This design comes from an exercise in tuning for small area, a short achievable clock period and few clock cycles per item on the open sky130 flow, not from production work.
Only simulation tests tie the RTL to the original design; equivalence was not proved.

==> flow/design.v (outline; a module is shown in full before it is edited, if it fits) <==
// module exp_fx_mul: 24 lines
// module exp_taylor_seq: 4254 lines
module exp_taylor_seq (
  input  logic        clk,
  input  logic        rst_n,
  input  logic        in_valid,
  output logic        in_ready,
  input  logic [31:0] in_data,
  output logic        out_valid,
  input  logic        out_ready,
  output logic [31:0] out_data
);
  // ...
==> flow/run.sh <==
#!/bin/bash
# synth_recipe.tcl (not shown) runs the flow's synth.tcl, then flattens the netlist and writes it again
# the make line also repeats each setting of config.mk as NAME=value (left out here)
make -C /OpenROAD-flow-scripts/flow DESIGN_CONFIG=/design/flow/config.mk WORK_HOME=/design/flow/orfs CLKGATE_MAP_FILE= SYNTH_SCRIPT=/design/flow/synth_recipe.tcl finish
==> flow/config.mk <==
export PLATFORM = sky130hd
export DESIGN_NAME = exp_taylor_seq
export DESIGN_NICKNAME = exp_taylor_seq
export VERILOG_FILES = /design/flow/design.v
export SDC_FILE = /design/flow/constraint.sdc
export NUM_CORES = 4
export LEC_CHECK = 0
export CAP_MARGIN = 20
export CORE_MARGIN = 2
export CORE_UTILIZATION = 40
export SLEW_MARGIN = 20
==> flow/constraint.sdc <==
create_clock -name core_clock -period 11.0 [get_ports {clk}]
set_input_delay 2.2000 -clock core_clock [delete_from_list [all_inputs] [get_ports {clk}]]
set_output_delay 2.2000 -clock core_clock [all_outputs]
set_load 0.01 [all_outputs]
==> run summary, run 1 <==
- Setup total negative slack on the finished layout was measured at 0 ps.
- The number of ports placed on the die boundary is 70.
- The synthesized design contains 64 enable-type register cells.
- The leading area contributor after synthesis is sky130_fd_sc_hd__fa_1.
- The adder and majority cell fraction of the synthesized area is 26.7%.
- The fraction of met3 tracks used by global routing is 5.34%.
- The top cell family by delay on the critical path is adder cells.
- The combinational family with the most area after synthesis is adder cells.
- In the post-synthesis netlist, the cell with the most instances is sky130_fd_sc_hd__inv_1.
- Setup repair after global routing left no endpoint under its margin.
- A synthesized cell averages 8.00 um2.
- Once layout is done, the placed cells without fillers occupy 59,500 um2.
- The sum of overflow across all layers after global routing is 0.
- The async set-reset flop share out of synthesis is 1.98%.
- The repair_antennas step left the layout with diodes totalling 3.
- The endpoint of the worst hold-timing path is k1[2].
- In this run the number of H-tree levels came out at 3.
- The latest clock arrival within the worst-skew pair is 690 ps.
- The uppermost metal layer occupied by signal nets is met4.
- In the final routing, the length of wire on met1 measures 85.0 mm.
- The number of vias per cell is 6.05.
- The clock period minus worst slack is 5210 ps.
- Measured against its own limit, the worst slew margin works out to 21.7%.
- The most common cell type on the critical path is sky130_fd_sc_hd__fa_1.
- Cells fill 42.8% of the core in the end.
- The area taken by multi-input logic gates is 38,700 um2.
- Across all hold checks on the routed design, the worst slack comes to 304 ps.
- The most congested layer reported by global routing is met2.
- The flow ran to the end and the layout has no timing, DRC or antenna violations.
- Among all stages on the critical path, the largest delay is contributed by sky130_fd_sc_hd__dfxtp_2.
- Counting tap cells, the placed design contains a total of 8,294 instances.
Testbench counts, summed over its fixed seeds: cycles 6,120, items 320.
==> run 2: changes to the inputs <==
--- a/flow/design.v
+++ b/flow/design.v
@@ -49,32 +49,34 @@
   input  logic        in_valid,
   output logic        in_ready,
   input  logic [31:0] in_data,
   output logic        out_valid,
   input  logic        out_ready,
   output logic [31:0] out_data
 );
   logic [31:0] x0, y2;
-  logic [31:0] z0, z1, z2, z3;
+  logic [31:0] z0, z1, z3;
   logic [4:0]  k0, k1, k2, k3;
   logic [1:0]  t0, t1, t2, t3;
   logic        v0, v1, v2, v3;
   logic        d0, d1, d2, d3;
   logic        fin3;
   logic [47:0] rr0_q, rr0_d;
   logic [47:0] rr1_q, rr1_d;
   logic [47:0] zr0_q, zr0_d;
   logic [47:0] zr1_q, zr1_d;
   logic [47:0] zr2_q, zr2_d;
   logic [1:0]  ein, eout;
   logic        ov1;
   logic [31:0] q1;
   logic [7:0]  r_one, r_two, r_neg;
-  logic [15:0] z_one, z_two, z_neg;
+  logic [15:0] z_one, z_two, z_neg, zo_d, zt_d, zn_d;
+  logic [31:0] z2dec;
+  logic        free;
   logic        fin2;
   logic [47:0] rsum, zsum;
   logic [31:0] xr, res;
   logic        has_res, do_exit, hold_q0, ov0_n, ov1_n, in_ready_n;
   logic [1:0]  eout_n;
   logic rpp1;
   logic rpp2;
   logic rpp3;
@@ -2166,20 +2168,22 @@
       5'd19: begin r_one = 8'h71; r_two = 8'h0a; r_neg = 8'h22; end
       5'd20: begin r_one = 8'h7f; r_two = 8'h00; r_neg = 8'h2a; end
       default: ;
     endcase
   end
   always_comb begin
     for (int j = 0; j < 16; j++) begin
       logic lo;
-      lo = (j == 0) ? 1'b0 : z2[2*j-1];
-      z_one[j] = z2[2*j] ^ lo;
-      z_two[j] = (z2[2*j+1] & ~z2[2*j] & ~lo) | (~z2[2*j+1] & z2[2*j] & lo);
-      z_neg[j] = z2[2*j+1];
+      lo = (j == 0) ? 1'b0 : z1[2*j-1];
+      zo_d[j] = z1[2*j] ^ lo;
+      zt_d[j] = (z1[2*j+1] & ~z1[2*j] & ~lo) | (~z1[2*j+1] & z1[2*j] & lo);
+      zn_d[j] = z1[2*j+1];
+      z2dec[2*j+1] = z_neg[j];
+      z2dec[2*j]   = z_one[j] ^ ((j == 0) ? 1'b0 : z_neg[j-1]);
     end
   end
   assign fin2 = (k2 == 5'd2);
   assign rpp1 = ((r_one[0] & x0[0]) ^ r_neg[0]);
   assign rpp2 = (((r_one[0] & x0[1]) | (r_two[0] & x0[0])) ^ r_neg[0]);
   assign rpp3 = (((r_one[0] & x0[2]) | (r_two[0] & x0[1])) ^ r_neg[0]);
   assign rpp4 = (((r_one[0] & x0[3]) | (r_two[0] & x0[2])) ^ r_neg[0]);
   assign rpp5 = (((r_one[0] & x0[4]) | (r_two[0] & x0[3])) ^ r_neg[0]);
@@ -4252,16 +4256,17 @@
   assign fc2066 = (zr0_q[46] & zr1_q[46]) | (zr2_q[46] & (zr0_q[46] ^ zr1_q[46]));
   assign fs2067 = zr0_q[47] ^ zr1_q[47] ^ zr2_q[47];
   assign fc2068 = (zr0_q[47] & zr1_q[47]) | (zr2_q[47] & (zr0_q[47] ^ zr1_q[47]));
   assign zsum = {fs2067 , fs2065 , fs2063 , fs2061 , fs2059 , fs2057 , fs2055 , fs2053 , fs2051 , fs2049 , fs2047 , fs2045 , fs2043 , fs2041 , fs2039 , fs2037 , fs2035 , fs2033 , fs2031 , fs2029 , fs2027 , fs2025 , fs2023 , fs2021 , fs2019 , fs2017 , fs2015 , fs2013 , fs2011 , fs2009 , fs2007 , fs2005 , fs2003 , fs2001 , fs1999 , fs1997 , fs1995 , fs1993 , fs1991 , fs1989 , fs1987 , fs1985 , fs1983 , fs1981 , fs1979 , fs1977 , zr0_q[1] , zr0_q[0]} + {fc2066 , fc2064 , fc2062 , fc2060 , fc2058 , fc2056 , fc2054 , fc2052 , fc2050 , fc2048 , fc2046 , fc2044 , fc2042 , fc2040 , fc2038 , fc2036 , fc2034 , fc2032 , fc2030 , fc2028 , fc2026 , fc2024 , fc2022 , fc2020 , fc2018 , fc2016 , fc2014 , fc2012 , fc2010 , fc2008 , fc2006 , fc2004 , fc2002 , fc2000 , fc1998 , fc1996 , fc1994 , fc1992 , fc1990 , fc1988 , fc1986 , fc1984 , fc1982 , fc1980 , fc1978 , zr2_q[2] , 1'b0 , zr1_q[0]};
   assign xr = zsum[47:16];
   assign has_res = v3 & (d3 | fin3);
   assign do_exit = has_res & (t3 == eout) & ~(out_valid & ov1);
   assign res     = d3 ? z3 : xr;
+  assign free    = ~v3 | do_exit;   
   assign hold_q0 = out_valid & ~out_ready;
   assign ov0_n   = hold_q0 | ov1 | do_exit;
   assign ov1_n   = hold_q0 ? (ov1 | do_exit) : (ov1 & do_exit);
   assign eout_n  = eout + {1'b0, do_exit};
   assign in_ready_n = ~v2 | ((d2 | fin2) & (t2 == eout_n) & ~(ov0_n & ov1_n));
   always_ff @(posedge clk or negedge rst_n) begin
     if (!rst_n) begin
       v0 <= 1'b0; v1 <= 1'b0; v2 <= 1'b0; v3 <= 1'b0;
@@ -4274,26 +4279,26 @@
       ein <= ein + {1'b0, in_ready & in_valid};
       eout <= eout_n;
       out_valid <= ov0_n;
       ov1 <= ov1_n;
       in_ready <= in_ready_n;
     end
   end
   always_ff @(posedge clk) begin
-    x0 <= in_ready ? in_data : xr;
-    z0 <= in_ready ? in_data : ((fin3 & ~d3) ? xr : z3);
-    k0 <= in_ready ? 5'd20 : k3 - 5'd1;
-    t0 <= in_ready ? ein : t3;
-    d0 <= in_ready ? 1'b0 : (d3 | fin3);
+    x0 <= free ? in_data : xr;
+    z0 <= free ? in_data : ((fin3 & ~d3) ? xr : z3);
+    k0 <= free ? 5'd20 : k3 - 5'd1;
+    t0 <= free ? ein : t3;
+    d0 <= free ? 1'b0 : (d3 | fin3);
     rr0_q <= rr0_d;
     rr1_q <= rr1_d;
     z1 <= z0; k1 <= k0; t1 <= t0; d1 <= d0;
     y2 <= rsum[47:16];
-    z2 <= z1; k2 <= k1; t2 <= t1; d2 <= d1;
+    z_one <= zo_d; z_two <= zt_d; z_neg <= zn_d; k2 <= k1; t2 <= t1; d2 <= d1;
     zr0_q <= zr0_d;
     zr1_q <= zr1_d;
     zr2_q <= zr2_d;
-    z3 <= z2; k3 <= k2; t3 <= t2; d3 <= d2; fin3 <= fin2;
+    z3 <= z2dec; k3 <= k2; t3 <= t2; d3 <= d2; fin3 <= fin2;
     if (!hold_q0) out_data <= ov1 ? q1 : res;
     if (do_exit) q1 <= res;
   end
 endmodule
==> run summary, run 2 <==
- The latest clock arrival within the worst-skew pair is 700 ps (about the same).
- The required time reported for the critical path endpoint is 11,430 ps.
- The hold-critical path depth is 0.
- Counting both buffers and inverters, the worst setup path holds a total of 0.
- The number of buffers on the longest clock path is 3.
- The die is 349 um wide.
- Leaving out fill and tap cells, the most frequent cells in the layout are 667 x sky130_fd_sc_hd__a22oi_1, 665 x sky130_fd_sc_hd__inv_1, 566 x sky130_fd_sc_hd__fa_1.
- The fill cell total of the finished layout is 11,300.
- The clock transition time at the flip-flop clock pins of the worst setup and hold paths is 60 ps.
- The routed wire length on met2 is 73.7 mm.
- The critical path goes through fa_1, ha_1, nand4_1, nor4_2, nand2_1, a211oi_2, o311ai_4, a31oi_4, xnor2_1, mux2i_1, mux2_2.
- The origin of the critical flop-to-flop path is zr0_q[32].
- In this run the most critical hold path is launched from z0[18].
- Synthesis produced a netlist with a net count of 5,673.
- The maximum number of pins on one net before global-route repair is 72.
- The first detailed-routing pass took 6 iterations.
- The initial antenna violation count is 3.
- The via count of the first global-routing pass is 37,400.
- The setup violation total in the final timing report is 0.
- For flop-to-flop paths, the worst setup slack is 6420 ps.
- Counting every instance in the synthesized netlist gives 4,889.
- The primary flip-flop cell chosen by synthesis mapping is sky130_fd_sc_hd__dfxtp_1.
- The post-route setup TNS is 0 ps (unchanged).
- The post-cts repair resize count is 0.
- The most frequent cell after synthesis is sky130_fd_sc_hd__a22oi_1.
- Sequential cells were found to cover 25.4% of the synthesized design area.
- For this run, the number of Yosys warnings is 1.
- The final max-slew violation count is 0.
- Summed over all layers, the routed wires come to 165 mm.
- The most common cell after layout, fill and taps aside is sky130_fd_sc_hd__a22oi_1.
- The worst setup path is captured at a register.
- The share of the synthesized area in the top cell type is 23.8%.
- The final antenna-violating net count is 0.
- Global routing used 26.9% of the available tracks.
- TritonCTS created 60 clock buffers.
- The number of ports placed on the die boundary is 70 (unchanged).
- The register with the most flip-flops in the layout has 48 of them.
- The number of setup buffers added after CTS is 0.
- The placement row count is 126.
- The final standard cell area without fillers is 51,500 um2 (-14%).
- Among cell families on the critical path, the largest total delay comes from compound AO/OA/AOI/OAI gates.
- The utilization after layout is 43.6% (+0.83 points).
- After floorplanning, the core was sized to cover 118,000 um2.
- The maximum clock skew at final layout is 43.5 ps.
- Setup repair after global routing left no endpoint under its margin.
- The final-report hold violation count is 0.
- The slowest stage of the critical path belongs to the cell sky130_fd_sc_hd__nor4_2.
- In the routed design, unresolved DRC markers number 0.
- The number of flops mapped to enable cells by yosys is 64 (unchanged).
- The number of I/O port buffers is 69.
- The capturing point of the worst reg2reg path is out_data[27].
- In this run the worst hold path is classified as reg -> reg.
- Timing would allow up to 218 MHz.
- The first-pass GRT wire length is 246 mm.
- The initial utilization of the core area, before any placement, comes to 40.4%.
- The sequential cell area is 12,200 um2.
- The die span in y is 349 um.
- The clock period minus worst slack was 4580 ps (-623 ps).
- The maximum net fanout on the critical path is 14.
- The total routed wire length on the met1 layer is 65.4 mm (-23%).
- Synthesis instantiated 75 different standard cells from the library.
- The final layout contains 5,449 nets.
- The critical path startpoint category is a register.
- The endpoint of the worst hold-timing path is z1[18].
- The root buffer selected by CTS is sky130_fd_sc_hd__clkbuf_16.
- The post-detailed-placement half-perimeter wirelength is 108 mm.
- The H-tree depth is 2 (-1).
- The cell area after synthesis is 47,700 um2.
- The critical path starts at zr0_q[32].
- The number of violations reported at the end of detailed-routing iteration 0 is 4,044.
- The signal arrival time at the worst endpoint is 5020 ps.
- The die covers 122,000 um2.
- The number of vias per cell is 5.88 (-2.9%).
- The largest single stage delay on the critical path is 750 ps.
- The area taken by multi-input logic gates is 31,400 um2 (-19%).
- After synthesis the netlist holds a flip-flop and latch count of 571.
- The count of hold-fix buffers inserted at cts is 0.
- The kind of critical path is reg -> reg.
- The routed wire length per instance is 26.4 um.
- The via count is 36,800.
- Ranked by total cell area, the synthesized netlist is headed by sky130_fd_sc_hd__fa_1 24%, sky130_fd_sc_hd__dfxtp_1 21%, sky130_fd_sc_hd__a22oi_1 11%, sky130_fd_sc_hd__xnor2_1 8.1%, sky130_fd_sc_hd__xor2_1 6.8%.
- The run finished with no timing, DRC or antenna violations.
- The leading area contributor after synthesis is sky130_fd_sc_hd__fa_1.
- The weighted congestion reported at the end of routability-driven placement is 0.909.
- Of the available clock period, the critical path in the final layout requires 41.7%.
- The async set-reset flop share out of synthesis came to 1.93% (-0.056 points).
- The cell area after placement is 49,300 um2.
- The sum of overflow across all layers after global routing is 0 (unchanged).
- The clock sink total is 571.
- The worst-case headroom to the max-slew limit is 17.3% (-4.4 points).
- The clock tree from TritonCTS is yes.
- The post-route netlist has 5.64% of its cells at a drive strength greater than 1.
- The uppermost metal layer occupied by signal nets is met4.
- The wire length on met3 is 17.6 mm.
- Counting flops per register, the top entry is zr0_q.
- The commonest cells after synthesis are 667 x sky130_fd_sc_hd__a22oi_1, 665 x sky130_fd_sc_hd__inv_1, 566 x sky130_fd_sc_hd__fa_1.
- For the pin with the worst max-slew slack, the measured transition is 1240 ps.
- The synthesized area per cell is 9.75 um2 (+22%).
- The cell depth of the worst flop-to-flop path is 11.
- The tool flagged a number of max-cap violations equal to 0.
- From synthesis to final layout, the design area changed by 7.99%.
==> run 2: cell types whose count changed in the layout (fill, tap and decap cells not counted), sizes merged, moves of 46 or more <==
| cell | change |
|---|---|
| maj3 | -131 |
| a21oi | -413 |
| a221oi | -83 |
| o211ai | -79 |
| a211oi | -138 |
| o21ai | -439 |
| nor2 | -479 |
| xor2 | +171 |
| a22oi | +314 |
| xnor2 | +256 |
| o22ai | -123 |
| nand3 | -46 |
| nand2 | -428 |
==> run 2: cells by family after synthesis <==
kind of cell	synth area share [%]
adder cells (fa/ha/maj)	28.6
buffers and inverters	8.83
AND/OR/NAND/NOR	4.74
XOR/XNOR	15.0
multiplexers	0.596
flip-flops	25.4
AO/OA/AOI/OAI	16.8
==> run 2: worst max path at each step <==
| stage | endpoint | slack [ps] | depth (start not counted) |
|---|---|---|---|
| 3_3_place_gp | out_data[27] | 5970 | 11 |
| 6_report | out_data[27] | 6420 | 11 |
| 3_5_place_dp | out_data[19] | 6450 | 10 |
| 5_1_grt | out_data[27] | 6340 | 11 |
| 4_1_cts | out_data[27] | 6420 | 11 |
| 2_1_floorplan | zr0_q[38] | 6940 | 10 |
==> run 2: area by class of cell <==
class,instances,share of cell area (%)
antenna,1,0.00486
clock buffer,86,3.30
clock inverter,26,0.824
inverter,669,4.88
multi-input combinational,3202,60.9
sequential,571,23.6
tap,1536,3.73
timing repair buffer,161,2.68
==> run 2: routing by layer <==
metal / up-vias / GRT usage [%]
li1: 15700 / -
met3: 472 / 6.15
met2: 2238 / 42.1
met5: - / 0
met1: 18400 / 35.3
met4: 0 / 12.1
==> run 2: metrics by stage <==
stage | cells | setup slack [ps] | hold WS, ps
floorplan | 4889 | 6940 | 310
global placement | 6139 | 5970 | 310
detailed placement | 6139 | 6450 | 312
CTS | 6251 | 6420 | 305
global route | 6251 | 6340 | 302
finish | 6252 | 6420 | 316
Testbench counts of run 2, summed over its fixed seeds: cycles 6,120, items 320.

## what the ideal ports hide
In the flow no input, the clock included, has a driving cell. The finished layouts below were timed again as built, in two steps.
Step 1 (the two cells are an assumption about what drives the block):
set clk [get_ports {clk}]
set_driving_cell -lib_cell sky130_fd_sc_hd__clkbuf_16 $clk
set_driving_cell -lib_cell sky130_fd_sc_hd__buf_2 [delete_from_list [all_inputs] $clk]
Step 2, shift: input delay + t, output delay - t, t = (earliest + latest rising clock arrival at the registers) / 2. This alone moves slack from input paths to output paths.
a / b / c = ideal ports / drivers / drivers and shift; a / b = the first two.
run | t (ns) | slack for setup (ns) | cell pins on the clock port's net
run 1 | 0.738 | 5.792 / 5.792 / 5.792 | 1
run 2 | 0.752 | 6.415 / 6.415 / 6.415 | 1
After both steps setup and hold are still met in every run listed.
